What follows belongs to an exercise in optimizing a design on an open flow for small area, a short achievable clock period and few clock cycles per item; a production flow would make more cautious choices.
RTL that was checked went through simulation tests only; none was proved equivalent to the original.
Power is estimated from default activity; no workload was simulated.

== red ==
## tile_convert_top
module tile_convert_top
(
    input  logic                   clk,
    input  logic                   rst,
    input  logic                   comp_enb,
    output logic                   busy,
    output logic                   done,
    output logic [16-1:0] mem_addr,
    output logic                   mem_read_enb,
    input  logic [64-1:0]  mem_data_in,
    output logic [16-1:0] res_addr,
    output logic [64-1:0]  res_data_out,
    output logic                   res_write_enb
);
export LEC_CHECK = 0
export CAP_MARGIN = 20
export CORE_MARGIN = 2
export CORE_UTILIZATION = 40
export SETUP_SLACK_MARGIN = 4.5
export SLEW_MARGIN = 20
create_clock -name core_clock -period 8.0 [get_ports {clk}]
standard.sh (not shown) runs the stock make flow with config.mk's settings and CLKGATE_MAP_FILE= SYNTH_SCRIPT=/design/flow/synth_recipe.tcl, a recipe that flattens the netlist after the stock synthesis.
==> flow/flow/run.sh <==
#!/bin/bash
# Standard layout with these changes:
#  - synthesis maps the logic with ABC's area script replaced by abc.script,
#    and without the adder extraction (ADDER_MAP_FILE empty); everything else,
#    register names included, is the standard synthesis; the run stops with
#    an error if its registers differ from the standard synthesis's;
#  - the port buffers are made from the smallest buffer cell;
#  - clock tree synthesis inserts no dummy loads and uses clkbuf_4 only;
#  - one tie cell drives all constant outputs.
# Each tool's output goes to a log of its own in this folder.
set -euo pipefail
here=$(pwd)
res=$here/orfs/results/$FLOW_PLATFORM/tile_convert_top/base

# The standard synthesis, kept for its registers
bash standard.sh synth > synth_standard.log 2>&1
cp $res/1_2_yosys.v $here/standard_synth.v
rm -rf $here/orfs

# ORFS's scripts with the area ABC script replaced
cp -r $FLOW_HOME/scripts $here/scripts
cp $here/flow/abc.script $here/scripts/abc_area.script
bash standard.sh synth SCRIPTS_DIR=$here/scripts ABC_AREA=1 ADDER_MAP_FILE= > synth.log 2>&1
python3 $here/flow/sameregs.py $here/standard_synth.v $res/1_2_yosys.v > sameregs.log 2>&1

export BUFFER_PORTS_ARGS="-buffer_cell sky130_fd_sc_hd__buf_1"
export CTS_ARGS="-sink_clustering_enable -repair_clock_nets -dont_use_dummy_load -buf_list {sky130_fd_sc_hd__clkbuf_4 sky130_fd_sc_hd__clkbuf_8}"
export SKIP_REPAIR_TIE_FANOUT=1
bash standard.sh finish > standard.log 2>&1
==> flow/flow/abc.script <==
&get -n
&deepsyn -T 60
&put
dch -f
amap
==> flow/flow/sameregs.py <==
# sameregs.py A.v B.v: exit 0 when both netlists hold the same flip-flops
# (instance names and cell types), else 1.
import re, sys
def regs(path):
    text = open(path).read()
    return sorted(re.findall(r'^\s*(sky130_fd_sc_hd__(?:df|edf|sdf|dl)\w*)\s+(\\\S+|\w+)\s*\(', text, re.M), key=lambda t: t[1])
a, b = regs(sys.argv[1]), regs(sys.argv[2])
print(f"{len(a)} registers in {sys.argv[1]}, {len(b)} in {sys.argv[2]}")
if a != b:
    for x in sorted(set(a) ^ set(b))[:20]:
        print("differs:", x)
    sys.exit(1)
print("same registers")
## Diff of input files: blue against red
Settings: CORE_UTILIZATION now 50, was 40.
==> flow/flow/abc.script <==
strash
dch -f
amap
Results
blue against red; global-route wire length before repair is down by a few percent. Critical path depth in cells in blue is 2 below red. When the final numbers for blue and red were put side by side, the fmax turned out to be greater in blue. Placer's final routability congestion estimate ends up higher on red. A capturing instance or port of the critical path of u_buffer.halves_q[19] is what blue shows, while u_buffer.halves_q[15] belongs to red. Measured against each other, blue and red differ in estimated wirelength of the detail-placed design, the higher figure coming from red.
Function was not checked in any run of this note: the RTL went through the layout flow alone.

tile_convert_top, a different RTL version from the one above (not shown whole).
For scale: ~360 cells after synthesis, roughly 45 flip-flops, ~170 I/O pins, roughly 2700 sq um of cells after synthesis.
export LEC_CHECK = 0
export CAP_MARGIN = 20
export CORE_MARGIN = 2
export CORE_UTILIZATION = 40
export SETUP_SLACK_MARGIN = 4.65
export SLEW_MARGIN = 20
create_clock -name core_clock -period 8.0 [get_ports {clk}]
==> flow/flow/run.sh <==
#!/bin/bash
# Standard layout with these changes:
#  - synthesis maps the logic with ABC's area script replaced by abc.script,
#    and without the adder extraction (ADDER_MAP_FILE empty); everything else,
#    register names included, is the standard synthesis; the run stops with
#    an error if its registers differ from the standard synthesis's;
#  - the port buffers are made from the smallest buffer cell;
#  - clock tree synthesis inserts no dummy loads and picks its buffers
#    from clkbuf_4 and clkbuf_8;
#  - one tie cell drives all constant outputs.
# Each tool's output goes to a log of its own in this folder.
set -euo pipefail
here=$(pwd)
res=$here/orfs/results/$FLOW_PLATFORM/tile_convert_top/base

# The standard synthesis, kept for its registers
bash standard.sh synth > synth_standard.log 2>&1
cp $res/1_2_yosys.v $here/standard_synth.v
rm -rf $here/orfs

# ORFS's scripts with the area ABC script replaced
cp -r $FLOW_HOME/scripts $here/scripts
cp $here/flow/abc.script $here/scripts/abc_area.script
bash standard.sh synth SCRIPTS_DIR=$here/scripts ABC_AREA=1 ADDER_MAP_FILE= > synth.log 2>&1
python3 $here/flow/sameregs.py $here/standard_synth.v $res/1_2_yosys.v > sameregs.log 2>&1

export BUFFER_PORTS_ARGS="-buffer_cell sky130_fd_sc_hd__buf_1"
export CTS_ARGS="-sink_clustering_enable -repair_clock_nets -dont_use_dummy_load -buf_list {sky130_fd_sc_hd__clkbuf_8 sky130_fd_sc_hd__clkbuf_16} -sink_clustering_size 50 -sink_clustering_max_diameter 1000 -sink_buffer_max_cap_derate 3"
export SKIP_REPAIR_TIE_FANOUT=1
bash standard.sh finish > standard.log 2>&1
==> flow/flow/abc.script <==
strash
dch -f
amap
strash
dch -f
amap
Scripts as last shown in full above: flow/flow/sameregs.py
The baseline stopped in clock tree synthesis (4_1_cts) with CTS-0109.
Testbench counts at the start, summed over its fixed seeds: cycles 4,224, tiles 64.
Edit:
--- a/flow/flow/run.sh
+++ b/flow/flow/run.sh
@@ -27,3 +27,3 @@
 export BUFFER_PORTS_ARGS="-buffer_cell sky130_fd_sc_hd__buf_1"
-export CTS_ARGS="-sink_clustering_enable -repair_clock_nets -dont_use_dummy_load -buf_list {sky130_fd_sc_hd__clkbuf_8 sky130_fd_sc_hd__clkbuf_16} -sink_clustering_size 50 -sink_clustering_max_diameter 1000 -sink_buffer_max_cap_derate 3"
+export CTS_ARGS="-sink_clustering_enable -repair_clock_nets -dont_use_dummy_load -buf_list {sky130_fd_sc_hd__clkbuf_4 sky130_fd_sc_hd__clkbuf_8}"
 export SKIP_REPAIR_TIE_FANOUT=1
TNS_END_PERCENT = 50   (was default)
Effect: The changed run completed with no timing, DRC or antenna violations. Area after synthesis does not change. Synthesized cell count is unchanged.
Edit:
--- a/flow/flow/run.sh
+++ b/flow/flow/run.sh
@@ -7,4 +7,3 @@
 #  - the port buffers are made from the smallest buffer cell;
-#  - clock tree synthesis inserts no dummy loads and picks its buffers
-#    from clkbuf_4 and clkbuf_8;
+#  - clock tree synthesis inserts no dummy loads and uses clkbuf_4 only;
 #  - one tie cell drives all constant outputs.
SETUP_SLACK_MARGIN = 5   (was 4.65)
TNS_END_PERCENT = default   (was 50)
Effect: Combinational power is higher by 57%; routed wire length went up by 27%; sequential power grows by about 6%; synthesized area does not change; die area does not change; final area grows by 34%.
Edit:
--- a/flow/flow/run.sh
+++ b/flow/flow/run.sh
@@ -1,3 +1,3 @@
 #!/bin/bash
-# Standard layout with these changes:
+# Standard layout with three changes:
 #  - synthesis maps the logic with ABC's area script replaced by abc.script,
@@ -6,5 +6,3 @@
 #    an error if its registers differ from the standard synthesis's;
-#  - the port buffers are made from the smallest buffer cell;
-#  - clock tree synthesis inserts no dummy loads and uses clkbuf_4 only;
-#  - one tie cell drives all constant outputs.
+#  - the port buffers are made from the smallest buffer cell.
 # Each tool's output goes to a log of its own in this folder.
@@ -26,4 +24,3 @@
 export BUFFER_PORTS_ARGS="-buffer_cell sky130_fd_sc_hd__buf_1"
-export CTS_ARGS="-sink_clustering_enable -repair_clock_nets -dont_use_dummy_load -buf_list {sky130_fd_sc_hd__clkbuf_4 sky130_fd_sc_hd__clkbuf_8}"
-export SKIP_REPAIR_TIE_FANOUT=1
+export CTS_ARGS="-sink_clustering_enable -repair_clock_nets -dont_use_dummy_load -sink_clustering_size 50 -sink_clustering_max_diameter 300"
 bash standard.sh finish > standard.log 2>&1
==> flow/flow/abc.script (replaced) <==
strash
dch -f
amap
SETUP_SLACK_MARGIN = 4.5   (was 5)
What happened: Power is lower by 21%. Non-clock buffer count goes down by 48. Routed wire length decreases by 20%. Area after synthesis rose by about 3%. Via count is lower by 6.3%. Sequential share of layout area goes up by 6.0 points. Die area rose by about 3%. Clock-buffer cell count stays the same.

[port drivers added, routing unchanged]
In the flow no input, the clock included, has a driving cell. The finished layouts below were timed again as built, in two steps. Step 1 (the two cells are an assumption about what drives the block):
set clk [get_ports {clk}]
set_driving_cell -lib_cell sky130_fd_sc_hd__clkbuf_16 $clk
set_driving_cell -lib_cell sky130_fd_sc_hd__buf_2 [delete_from_list [all_inputs] $clk]
Step 2 also shifts input and output timing later by t, the mid clock arrival at the registers, as if the neighbouring blocks saw the same clock. Slacks: ideal / step 1 / step 2; pairs: ideal / step 1.
run | shift t [ns] | setup slack, ns | hold WS [ns] | worst setup path at the end | cell pins on the clock port's net
red | 0.320 | 4.131 / 4.139 / 3.819 | 0.485 / 0.485 / 0.485 | input to register | 1
blue | 0.314 | 4.553 / 4.558 / 4.245 | 0.492 / 0.492 / 0.492 | input to register | 1
the second run of note 2 | 0.311 | 4.704 / 4.676 / 4.481 | 0.492 / 0.492 / 0.492 | input to register | 1
the third run of note 2 | 0.314 | 4.942 / 4.913 / 4.653 | 0.491 / 0.491 / 0.491 | input to register | 1
the fourth run of note 2 | 0.316 | 4.680 / 4.652 / 4.396 | 0.504 / 0.504 / 0.504 | input to register | 1
After both steps setup and hold are still met in every run listed. The setup slack of red, which loses most, moves by +0.008 ns with the drivers and by -0.312 ns with both steps.
